Context: an optimization exercise on an open-source flow, tuned for a short achievable clock period and few clock cycles. The choices shown serve that exercise and are no tape-out recipe. Only simulation tests tie the RTL to the original design; equivalence was not proved. No activity file was given, so power comes from the tool's default toggle rates.

===== flow/run.sh =====
#!/bin/bash
# synth_recipe.tcl (not shown) runs the flow's synth.tcl, then flattens the netlist and writes it again
# the make line also repeats each setting of config.mk as NAME=value (left out here)
make -C /OpenROAD-flow-scripts/flow DESIGN_CONFIG=/design/flow/config.mk WORK_HOME=/design/flow/orfs CLKGATE_MAP_FILE= SYNTH_SCRIPT=/design/flow/synth_recipe.tcl finish

===== flow/config.mk =====
export PLATFORM = sky130hd
export DESIGN_NAME = mcdp_core
export DESIGN_NICKNAME = mcdp_core
export VERILOG_FILES = /design/flow/design.v
export SDC_FILE = /design/flow/constraint.sdc
export NUM_CORES = 4
export LEC_CHECK = 0
export ABC_CLOCK_PERIOD_IN_PS = 3000
export CAP_MARGIN = 20
export CORE_MARGIN = 2
export CORE_UTILIZATION = 40
export SETUP_SLACK_MARGIN = 4
export SLEW_MARGIN = 20

===== flow/constraint.sdc =====
create_clock -name core_clock -period 8.0 [get_ports {clk}]
set_input_delay 1.6000 -clock core_clock [delete_from_list [all_inputs] [get_ports {clk}]]
set_output_delay 1.6000 -clock core_clock [all_outputs]
set_load 0.01 [all_outputs]

===== flow/design.v =====
package mcdp_pkg;
  localparam logic [5:0] OP_R    = 6'h00;
  localparam logic [5:0] OP_J    = 6'h02;
  localparam logic [5:0] OP_BEQ  = 6'h04;
  localparam logic [5:0] OP_ADDI = 6'h08;
  localparam logic [5:0] OP_LW   = 6'h23;
  localparam logic [5:0] OP_SW   = 6'h2B;
  localparam logic [5:0] OP_HALT = 6'h3F;
  localparam logic [5:0] FN_JR   = 6'h08;
  localparam logic [5:0] FN_ADD  = 6'h20;
  localparam logic [5:0] FN_SUB  = 6'h22;
  localparam logic [5:0] FN_AND  = 6'h24;
  localparam logic [5:0] FN_OR   = 6'h25;
  localparam logic [5:0] FN_SLT  = 6'h2A;
endpackage
module mcdp_regfile
#(
  parameter int XLEN  = 32,
  parameter int NREGS = 32
) (
  input  logic            clk,
  input  logic            reset,
  input  logic [4:0]      ra1,
  input  logic [4:0]      ra2,
  input  logic            we,
  input  logic [4:0]      wa,
  input  logic [XLEN-1:0] wd,
  input  logic [4:0]      dbg_sel,
  output logic [XLEN-1:0] rd1,
  output logic [XLEN-1:0] rd2,
  output logic [15:0]     dbg_out
);
  wire [XLEN-1:0] regs [32];
  assign regs[0] = '0;
  for (genvar i = 1; i < 32; i++) begin : g_reg
    logic [XLEN-1:0] q;
    always_ff @(posedge clk) begin
      if (reset) q <= '0;
      else if (we && wa == 5'(i)) q <= wd;
    end
    assign regs[i] = q;
  end
  logic [XLEN-1:0] dbg_full;
  assign rd1      = regs[ra1];
  assign rd2      = regs[ra2];
  assign dbg_full = regs[dbg_sel];
  assign dbg_out  = dbg_full[15:0];
endmodule
module mcdp_core
#(
  parameter int XLEN  = 32,
  parameter int PC_W  = 8,
  parameter int NREGS = 32
) (
  input  logic            clk,
  input  logic            reset,
  output logic            imem_req,
  output logic [PC_W-1:0] imem_addr,
  input  logic            imem_ack,
  input  logic [31:0]     imem_rdata,
  output logic            dmem_req,
  output logic            dmem_we,
  output logic [PC_W-1:0] dmem_addr,
  output logic [XLEN-1:0] dmem_wdata,
  input  logic            dmem_ack,
  input  logic [XLEN-1:0] dmem_rdata,
  input  logic [4:0]      dbg_sel,
  output logic [15:0]     dbg_out,
  output logic            halted
);
  logic [PC_W-1:0] pc;
  logic            halt_q;
  logic            x_alu;     
  logic            x_lw, x_sw;
  logic            x_wen;     
  logic [4:0]      x_wa;
  logic [XLEN-1:0] x_a;       
  logic [XLEN-1:0] x_b;       
  logic            x_cin;     
  logic            x_and, x_or, x_slt;
  logic [XLEN-1:0] x_st;      
  logic [15:0]     x_imm;
  logic [XLEN-1:0] x_sum, x_res, x_wd;
  logic            x_lt, x_stall, x_we;
  mcdp_add #(.W(XLEN)) u_add (.a(x_a), .b(x_b), .cin(x_cin), .s(x_sum));
  assign x_lt  = (x_a[XLEN-1] ^ ~x_b[XLEN-1]) ? x_a[XLEN-1] : x_sum[XLEN-1];
  assign x_res = x_and ? (x_a & x_b) :
                 x_or  ? (x_a | x_b) :
                 x_slt ? {{(XLEN-1){1'b0}}, x_lt} : x_sum;
  assign x_wd    = x_lw ? dmem_rdata : x_res;
  assign x_stall = (x_lw || x_sw) && !dmem_ack;
  assign x_we    = x_wen && !x_stall;
  logic [XLEN-1:0] ea;
  assign ea = x_a + {{(XLEN-16){x_imm[15]}}, x_imm};
  assign dmem_req   = x_lw || x_sw;
  assign dmem_we    = x_sw;
  assign dmem_addr  = ea[PC_W-1:0];
  assign dmem_wdata = x_st;
  logic [31:0] ir;
  logic [5:0]  op, fn;
  logic [4:0]  rs, rt, rd;
  logic [15:0] imm;
  assign ir  = imem_rdata;
  assign op  = ir[31:26];
  assign fn  = ir[5:0];
  assign rs  = ir[25:21];
  assign rt  = ir[20:16];
  assign rd  = ir[15:11];
  assign imm = ir[15:0];
  logic [XLEN-1:0] rf_rs, rf_rt, v_rs, v_rt;
  mcdp_regfile #(.XLEN(XLEN), .NREGS(NREGS)) u_rf (
    .clk(clk), .reset(reset),
    .ra1(rs), .ra2(rt),
    .we(x_we), .wa(x_wa), .wd(x_wd),
    .dbg_sel(dbg_sel), .rd1(rf_rs), .rd2(rf_rt), .dbg_out(dbg_out)
  );
  assign v_rs = (x_wen && x_wa == rs) ? x_wd : rf_rs;
  assign v_rt = (x_wen && x_wa == rt) ? x_wd : rf_rt;
  logic is_r, f_add, f_sub, f_and, f_or, f_slt, f_jr;
  logic d_j, d_beq, d_addi, d_lw, d_sw, d_halt;
  assign is_r   = op == mcdp_pkg::OP_R;
  assign f_add  = is_r && fn == mcdp_pkg::FN_ADD;
  assign f_sub  = is_r && fn == mcdp_pkg::FN_SUB;
  assign f_and  = is_r && fn == mcdp_pkg::FN_AND;
  assign f_or   = is_r && fn == mcdp_pkg::FN_OR;
  assign f_slt  = is_r && fn == mcdp_pkg::FN_SLT;
  assign f_jr   = is_r && fn == mcdp_pkg::FN_JR;
  assign d_j    = op == mcdp_pkg::OP_J;
  assign d_beq  = op == mcdp_pkg::OP_BEQ;
  assign d_addi = op == mcdp_pkg::OP_ADDI;
  assign d_lw   = op == mcdp_pkg::OP_LW;
  assign d_sw   = op == mcdp_pkg::OP_SW;
  assign d_halt = op == mcdp_pkg::OP_HALT;
  logic d_rtype, d_alu, d_inv;
  logic [4:0] d_wa;
  assign d_rtype = f_add || f_sub || f_and || f_or || f_slt;
  assign d_alu   = d_rtype || d_addi;
  assign d_inv   = f_sub || f_slt;
  assign d_wa    = d_rtype ? rd : rt;
  logic [PC_W-1:0] pc4, br_t, pc_nx;
  logic            taken;
  assign pc4   = pc + PC_W'(4);
  assign br_t  = pc4 + {imm[PC_W-3:0], 2'b00};
  assign taken = v_rs == v_rt;
  always_comb begin
    pc_nx = pc4;
    if (d_j) pc_nx = {ir[PC_W-3:0], 2'b00};
    if (f_jr) pc_nx = v_rs[PC_W-1:0];
    if (d_beq && taken) pc_nx = br_t;
  end
  logic fetch;
  assign imem_req = !halt_q && !x_stall;
  assign imem_addr = pc;
  assign fetch    = imem_req && imem_ack;
  assign halted   = halt_q;
  always_ff @(posedge clk) begin
    if (reset) begin
      pc     <= '0;
      halt_q <= 1'b0;
      x_alu  <= 1'b0;
      x_lw   <= 1'b0;
      x_sw   <= 1'b0;
      x_wen  <= 1'b0;
    end else if (!x_stall) begin
      if (fetch) begin
        pc     <= pc_nx;
        halt_q <= d_halt;
        x_alu  <= d_alu;
        x_lw   <= d_lw;
        x_sw   <= d_sw;
        x_wen  <= (d_alu || d_lw) && d_wa != 5'd0;
      end else begin
        x_alu  <= 1'b0;
        x_lw   <= 1'b0;
        x_sw   <= 1'b0;
        x_wen  <= 1'b0;
      end
    end
  end
  always_ff @(posedge clk) begin
    if (!x_stall && fetch) begin
      x_wa  <= d_wa;
      x_a   <= v_rs;
      x_b   <= d_rtype ? (d_inv ? ~v_rt : v_rt) : {{(XLEN-16){imm[15]}}, imm};
      x_cin <= d_inv;
      x_and <= f_and;
      x_or  <= f_or;
      x_slt <= f_slt;
      x_st  <= v_rt;
      x_imm <= imm;
    end
  end
endmodule
module mcdp_add #(parameter int W = 32) (
  input  logic [W-1:0] a,
  input  logic [W-1:0] b,
  input  logic         cin,
  output logic [W-1:0] s
);
  localparam int L = $clog2(W + 1);
  logic [L:0][W:0] g, p;
  assign g[0] = {a & b, cin};
  assign p[0] = {a ^ b, 1'b0};
  for (genvar l = 0; l < L; l++) begin : g_lvl
    for (genvar i = 0; i <= W; i++) begin : g_bit
      if (i >= (1 << l)) begin : g_op
        assign g[l+1][i] = g[l][i] | (p[l][i] & g[l][i - (1 << l)]);
        assign p[l+1][i] = p[l][i] & p[l][i - (1 << l)];
      end else begin : g_pass
        assign g[l+1][i] = g[l][i];
        assign p[l+1][i] = p[l][i];
      end
    end
  end
  assign s = p[0][W:1] ^ g[L][W-1:0];
endmodule

==> results.yml, run 1 <==
status:
  status: "complete, but fails checks"
  violatedChecks: "max-capacitance violations, max-slew violations"
final_layout:
  multiInputGateArea_um2: 35300
  mostFrequentLayoutCells: "dfxtp_1 (1,003), nor2_1 (934), a22oi_1 (743)"
  final_util: 0.509
  regArea_um2: 23500
  fillers: 14000
  nets: 7749
  drive_above_1_share: 0.187
  area_growth_pct: 26.7
  layout_commonest_cell: "dfxtp_1"
critical_path:
  worst_setup_path_end_kind: "flip-flop"
  critical_path.max_fanout: 5
  startpoint_type: "flip-flop"
  worstPathRequired_ns: 8.71
  worstPathCellList: "fa_2, a211oi_4, o211ai_1, and2_4, o211ai_1, buf_4, a311o_1, nand2b_1, a21o_1, a21o_4, fa_2, a211oi_2, nor3_2, o31a_4, buf_12, nor2_4, nor3_4, xor2_1, nand4_1, or4_4, nor4_4, buf_4, a21oi_2, a311o_1"
  worst-setup-path-type: "flip-flop to flip-flop"
  critPathArrivalTime_ns: 6.67
  cpPeakStageDelay_ns: 0.48
  slowest_stage: "or4_4"
power:
  p_per_area_nw_per_um2: 184
  p_int_mw: 9.81
  p_seq_frac: 0.414
  clkPwrFrac: 0.474
  leakage_nw: 26.0
  p_comb_frac: 0.112
  ir_worst_vdd_mv: 0.203
  switching_share: 0.290
  p_sw_mw: 4.00
global_route:
  grt_pass1_wl_um: 582000
  grt_max_degree: 169
  track_usage: 0.559
  grt_overflow: 0
  antenna_found_initial: 43
  first_global_vias: 65400
clock_tree:
  cts_tree: "done"
  cts.sinks: 1117
  h-tree-depth: 4
  clock_path_buffers: 3
  clk_pin_slew_ns: 0.06
  insertion_delay_ns: 0.84
  cts_root_buffer: "clkbuf_16"
  cts_inserted_buffers: 132
synthesis:
  ys.flop_type: "dfxtp_1"
  synth_edf_count: 113
  yosys_warnings: 2
  synth_cell_types: 86
  syn-num-nets: 7459
  ys_seq_area_frac: 0.396
  syn-instance-count: 7305
  synth-seq-cells: 1117
  avgSynthCellArea_um2: 8.12
  synth_area_um2: 59300
  synth-async-reset-ratio: 0
die:
  die_h_um: 389
  coreArea_um2: 147000
  die_area_um2: 151000
  initial_core_util: 0.402
  dieWidth_um: 389
  ios: 141
  rows: 141
timing:
  fin_crit_sh: 0.744
  final-hold-violation-count: 0
  rsz0062_at_grt: "yes"
  whs_ns: 0.480
  finalClockSkew_ns: 0.0440
  setup_viol: 0
  fin_crit_ns: 5.95
  worstMarginPinSlew_ns: 1.63
  finalSetupTns_ns: 0
  slew_viol_final: 12
  fmax_ghz: 0.168
  slew_headroom: -0.0861
run:
  cap_violations: 1
route:
  route.detailed.drc: 0
  drt-initial-drc-count: 15600
  wirelength_um: 444000
  routedWlPerCell_um: 45.9
  via_per_inst: 7.56
  vias: 73100
  ant_nets: 0
  first_pass_iters: 12
placement:
  io_buffers: 140
  dp_hpwl_um: 289000
  gp_congestion: 1.11
hold_path:
  hp-class: "flip-flop to flip-flop"
==> through the flow <==
stage	power, mW	std cells	setup slack [ns]	cell area (µm²)
final	13.8	9666	2.05	75100
after global routing	14.0	9642	1.93	75100
after CTS	13.6	9519	1.94	73200
after detailed placement	7.09	9064	0.479	65300
after global placement	7.08	9054	0.140	65000
after floorplan	6.45	7305	2.94	60000
==> worst max-delay path, delay by kind of cell (launching register included) <==
family	cells	cell delay (ns)
simple gates	8	1.54
buf+inv	3	0.56
xor+xnor	1	0.20
compound gates	10	2.17
fa+ha+maj	2	0.88
flops	1	0.45
==> layer usage <==
layer	GRT usage	wire, µm	part of all wire	up-vias
li1	-	-	-	28200
met1	0.659	155000	0.35	34900
met2	0.754	169000	0.38	7481
met3	0.273	71800	0.16	2516
met4	0.463	47500	0.11	36
met5	0.0207	747	0.0017	-
==> cell families after synthesis <==
kind of cell | Yosys count | share of synthesized area
and+or+nand+nor | 2635 | 0.202
muxes | 42 | 0.00732
AOI/OAI and AO/OA | 2530 | 0.311
buffers and inverters | 830 | 0.0550
xor gates and xnor gates | 70 | 0.0103
adders and majority gates | 81 | 0.0176
DFF | 1117 | 0.396
==> flip-flops by register name, indices dropped and copies added (netlist names), 5 cells and up <==
| name | cells |
|---|---|
| pc | 8 |
| u_rf.g.q | 992 |
| x_a | 32 |
| x_b | 32 |
| x_imm | 8 |
| x_st | 32 |
| x_wa | 5 |
==> final timing paths <==
path | start | to | slack, ns | depth (start not counted)
max | x_cin$_DFFE_PP_ | pc[4]$_SDFFE_PP0P_ | 2.05 | 24
min | x_sw$_SDFFE_PP0N_ | x_sw$_SDFFE_PP0N_ | 0.48 | 2
max reg2reg | x_cin$_DFFE_PP_ | pc[4]$_SDFFE_PP0P_ | 2.05 | 24
min reg2reg | x_sw$_SDFFE_PP0N_ | x_sw$_SDFFE_PP0N_ | 0.48 | 2
==> power groups by stage <==
stage / clock (mW) / sequential (mW) / combinational [mW]
global route: 6.72 / 5.71 / 1.53
detailed placement: 0 / 5.84 / 1.25
CTS: 6.53 / 5.71 / 1.38
finish: 6.55 / 5.71 / 1.55
floorplan: 0 / 5.83 / 0.629
global placement: 0 / 5.84 / 1.25
==> Yosys cell counts (all sizes together), types with 11 or more instances <==
library cell / count / area [µm²]
buf: 134 / 651
nand2b: 31 / 194
nor3: 74 / 370
o22a: 15 / 131
inv: 121 / 454
a2111oi: 51 / 447
or2: 15 / 93.9
nand4: 176 / 1100
mux2: 11 / 124
a211oi: 761 / 5720
and3: 187 / 1170
o21ai: 106 / 531
clkbuf: 574 / 2150
nor2: 1060 / 4020
o21a: 14 / 105
o211ai: 39 / 293
o2bb2ai: 11 / 96.3
or3: 33 / 206
a31oi: 19 / 119
a21o: 15 / 113
or4: 18 / 135
ha: 77 / 963
xor2: 23 / 201
a22o: 108 / 946
dfxtp: 1004 / 20100
a22oi: 756 / 5680
mux2i: 31 / 310
nand3: 207 / 1040
xnor2: 47 / 412
a222oi: 31 / 310
and2: 16 / 100
o21bai: 12 / 90.1
a21oi: 357 / 1790
nor3b: 15 / 113
nand3b: 17 / 128
a221oi: 106 / 935
edfxtp: 113 / 3390
a32oi: 17 / 149
nor4: 50 / 334
o22ai: 18 / 113
nand2: 679 / 2550
nor2b: 21 / 131
==> cell type report <==
cell class,count,share of cell area
well taps,1930,0.0321
multi-input cells,5361,0.470
flip-flops and latches,1117,0.313
clock buffers,179,0.0495
inverters,122,0.00613
repair buffers,861,0.116
clock inverters,63,0.0127
diodes,33,0.00110
==> repair_timing <==
| item | 4_1_cts | 5_1_grt |
|---|---|---|
| cloned | 6 | 4 |
| buffers inserted | 207 | 108 |
| pin swaps | 127 | 107 |
| gates resized for setup | 442 | 195 |
| setup endpoints to repair | 346 | 193 |
| endpoints found under the hold margin | 0 | 0 |
| hold buffers | 0 | 0 |
Testbench counts, summed over its fixed seeds: cycles 45,025.
==> inputs of run 2 (changes only) <==
--- a/flow/config.mk
+++ b/flow/config.mk
@@ -6,8 +6,6 @@
 export NUM_CORES = 4
 export LEC_CHECK = 0
-export ABC_CLOCK_PERIOD_IN_PS = 3000
 export CAP_MARGIN = 20
 export CORE_MARGIN = 2
 export CORE_UTILIZATION = 40
-export SETUP_SLACK_MARGIN = 4
 export SLEW_MARGIN = 20
==> run 2 against run 1 <==
  * Now clean on timing, DRC and antenna
  * Routed wire length down 3.2%
  * Total power down 3.6%
  * Via count down 2.4%
  * Count of clock-buffer cells in the layout down 10
  * Die area unchanged
  * Highest routed layer unchanged
  * Combinational power down 15%
==> results.yml, run 2 <==
status:
  status: "timing/DRC/antenna clean"
synthesis:
  synth_xor_area_frac: 0.0103
  yosysMostFrequentCell: "nor2_1"
  synthTopCellsByCount: "nor2_1 (1,049), dfxtp_1 (1,004), a211oi_1 (760)"
  synth_edf_count: 113
  syn-num-nets: 7459
  synth_top_cell_by_area: "dfxtp_1"
  synth_cell_types: 86
  synth_top_area_frac: 0.339
  synth_compound_area_frac: 0.311
  ys.flop_type: "dfxtp_1"
  ys_seq_area_frac: 0.396
  avgSynthCellArea_um2: 8.12
  synth-async-reset-ratio: 0
  synth-simple-area-share: 0.202
  synth_area_leaders: "dfxtp_1 (34%), a211oi_1 (9.6%), a22oi_1 (9.6%), nor2_1 (6.6%), edfxtp_1 (5.7%)"
  synth_top_family_by_area: "compound AO/OA/AOI/OAI gates"
  yosys_warnings: 2
  synthMuxAreaShare: 0.00732
  synth-seq-cells: 1117
  synth_area_um2: 59300
  syn-instance-count: 7305
  synth-adder-area-share: 0.0176
final_layout:
  multiInputGateArea_um2: 33800
  nets: 7445
  mostFrequentLayoutCells: "dfxtp_1 (1,003), nor2_1 (939), a211oi_1 (760)"
  layout_commonest_cell: "dfxtp_1"
  regArea_um2: 23500
  top_register: "u_rf.g.q"
  final_util: 0.472
  largest_reg_flops: 992
  drive_above_1_share: 0.118
  area_growth_pct: 17.3
  fillers: 14500
timing:
  rsz0062_at_grt: "no"
  slew_viol_final: 0
  fmax_ghz: 0.135
  fin_crit_sh: 0.926
  slew_headroom: 0.0628
  setup_viol: 0
  finalClockSkew_ns: 0.0533
  finalSetupTns_ns: 0
  worstMarginPinSlew_ns: 1.40
  whs_ns: 0.479
  fin_crit_ns: 7.41
  final-hold-violation-count: 0
critical_path:
  critical_path.max_fanout: 16
  cpPeakStageDelay_ns: 1.09
  slowest_stage: "nor2_2"
  r2r-end: "pc[4]$_SDFFE_PP0P_"
  ff2ff_path_depth: 24
  reg2reg_slack_ns: 0.86
  worst_setup_path_end_kind: "output port"
  path_buf_inv: 3
  crit_family: "simple AND/OR/NAND/NOR gates"
  critPathArrivalTime_ns: 5.81
  startpoint_type: "input port"
  worstPathRequired_ns: 6.40
  worst-setup-path-type: "input port to output port"
  worstPathCellList: "clkdlybuf4s50_1, or3_1, nor2_2, buf_12, a22o_1, a221oi_1, nand3_1, or3_1, clkdlybuf4s50_1"
  r2r_start: "x_a[7]$_DFFE_PP_"
power:
  p_per_area_nw_per_um2: 191
  ir_worst_vdd_mv: 0.198
  leakage_nw: 23.5
  finalPower_mw: 13.3
die:
  die_h_um: 389
  dieWidth_um: 389
  coreArea_um2: 147000
  rows: 141
  die_area_um2: 151000
  initial_core_util: 0.402
  ios: 141
hold_path:
  worstHoldEndpoint: "u_rf.g_reg[4].q[29]$_SDFFE_PP0P_"
  hp-class: "flip-flop to flip-flop"
  hold_depth: 2
  min_from: "u_rf.g_reg[4].q[29]$_SDFFE_PP0P_"
route:
  first_pass_iters: 17
  route.detailed.drc: 0
  routedWlPerCell_um: 45.9
  drt-initial-drc-count: 15600
  wirelength_um: 430000
  vias: 71400
  ant_nets: 0
  via_per_inst: 7.63
clock_tree:
  cts_setup_buffers: 0
  clock_path_buffers: 3
  h-tree-depth: 4
  insertion_delay_ns: 0.85
  cts_hold_buf: 0
  cts_inserted_buffers: 131
  cts_tree: "done"
  cts.sinks: 1117
  post_cts_resized: 0
  clk_pin_slew_ns: 0.06
  cts_root_buffer: "clkbuf_16"
global_route:
  track_usage: 0.545
  antenna_found_initial: 53
  grt_overflow: 0
  grt_max_degree: 200
  grt_pass1_wl_um: 566000
  first_global_vias: 63400
run:
  cap_violations: 0
placement:
  gp_congestion: 1.11
  dp_hpwl_um: 288000
  io_buffers: 140
## run 2: logic make-up (layout without fill, tap and decap cells)
logic type / count (synthesis) / after routing
other: 0 / 27
muxes: 42 / 42
DFF: 1117 / 1117
buffers and inverters: 830 / 921
adders and majority gates: 81 / 81
xor gates and xnor gates: 70 / 70
AOI/OAI and AO/OA: 2530 / 2530
and+or+nand+nor: 2635 / 2635
## run 2: area by class of cell
type                    count  area share
repair buffers            561      0.0707
diodes                     27    0.000971
flip-flops and latches   1117       0.338
multi-input cells        5358       0.486
clock inverters            69      0.0115
well taps                1930      0.0347
inverters                 122     0.00658
clock buffers             169      0.0518
## run 2: worst max-delay path by stage
stage	from	endpoint	slack, ns	depth (start not counted)
detailed placement	imem_rdata[24]	pc[4]$_SDFFE_PP0P_	0.47	17
global route	x_cin$_DFFE_PP_	pc[4]$_SDFFE_PP0P_	0.69	22
global placement	imem_rdata[16]	pc[4]$_SDFFE_PP0P_	0.28	17
finish	dbg_sel[4]	dbg_out[15]	0.59	9
CTS	x_cin$_DFFE_PP_	pc[4]$_SDFFE_PP0P_	0.96	22
floorplan	dmem_ack	pc[5]$_SDFFE_PP0P_	1.85	7
## run 2: routing by layer
layer  track usage  share of wire  vias to the layer above  routed length (µm)
met3         0.270           0.16                     2443               68800
met4         0.424           0.10                       44               43400
met2         0.734           0.38                     7287              164000
met5        0.0153         0.0013                        -                 552
li1              -              -                    27600                   -
met1         0.652           0.36                    34000              153000
## run 2: where the power goes
| group | internal [mW] | switching (mW) |
|---|---|---|
| Sequential | 5.68 | 0.0281 |
| Clock | 3.48 | 2.80 |
| Combinational | 0.299 | 1.02 |
## run 2: tightest hold or removal path, stage by stage (launching register included)
cell and delay [ns]:
dfxtp_1 0.32, nand2_1 0.06, a21oi_1 0.05
## run 2: stage by stage
stage | cell area, µm² | setup slack (ns) | instances
floorplan | 59300 | 1.85 | 7305
global placement | 64700 | 0.279 | 9073
detailed placement | 64900 | 0.473 | 9081
CTS | 69300 | 0.956 | 9319
global route | 69500 | 0.694 | 9326
finish | 69600 | 0.594 | 9353

-- port drivers added, routing unchanged --
The flow's constraints put no driver on any port. The routed layouts listed below were extracted and timed again, unchanged, in two steps.
Step 1 (the two cells are an assumption about what drives the block):
set clk [get_ports {clk}]
set_driving_cell -lib_cell sky130_fd_sc_hd__clkbuf_16 $clk
set_driving_cell -lib_cell sky130_fd_sc_hd__buf_2 [delete_from_list [all_inputs] $clk]
Step 2 times the ports against the registers' clock, not the clock port: input delays grow and output delays shrink by t, the midpoint of the rising clock arrivals with the driver on.
Three values: ideal ports, drivers, drivers and shift; two values: the first two.
run	t (ns)	slack for setup (ns)	pins driven straight from the clock port
run 1	0.922	2.046 / 2.046 / 1.237	1
run 2	0.907	0.594 / 0.572 / 0.037	1
The setup slack of run 1, which loses most, moves by 0.000 ns with the drivers and by -0.809 ns with both steps.
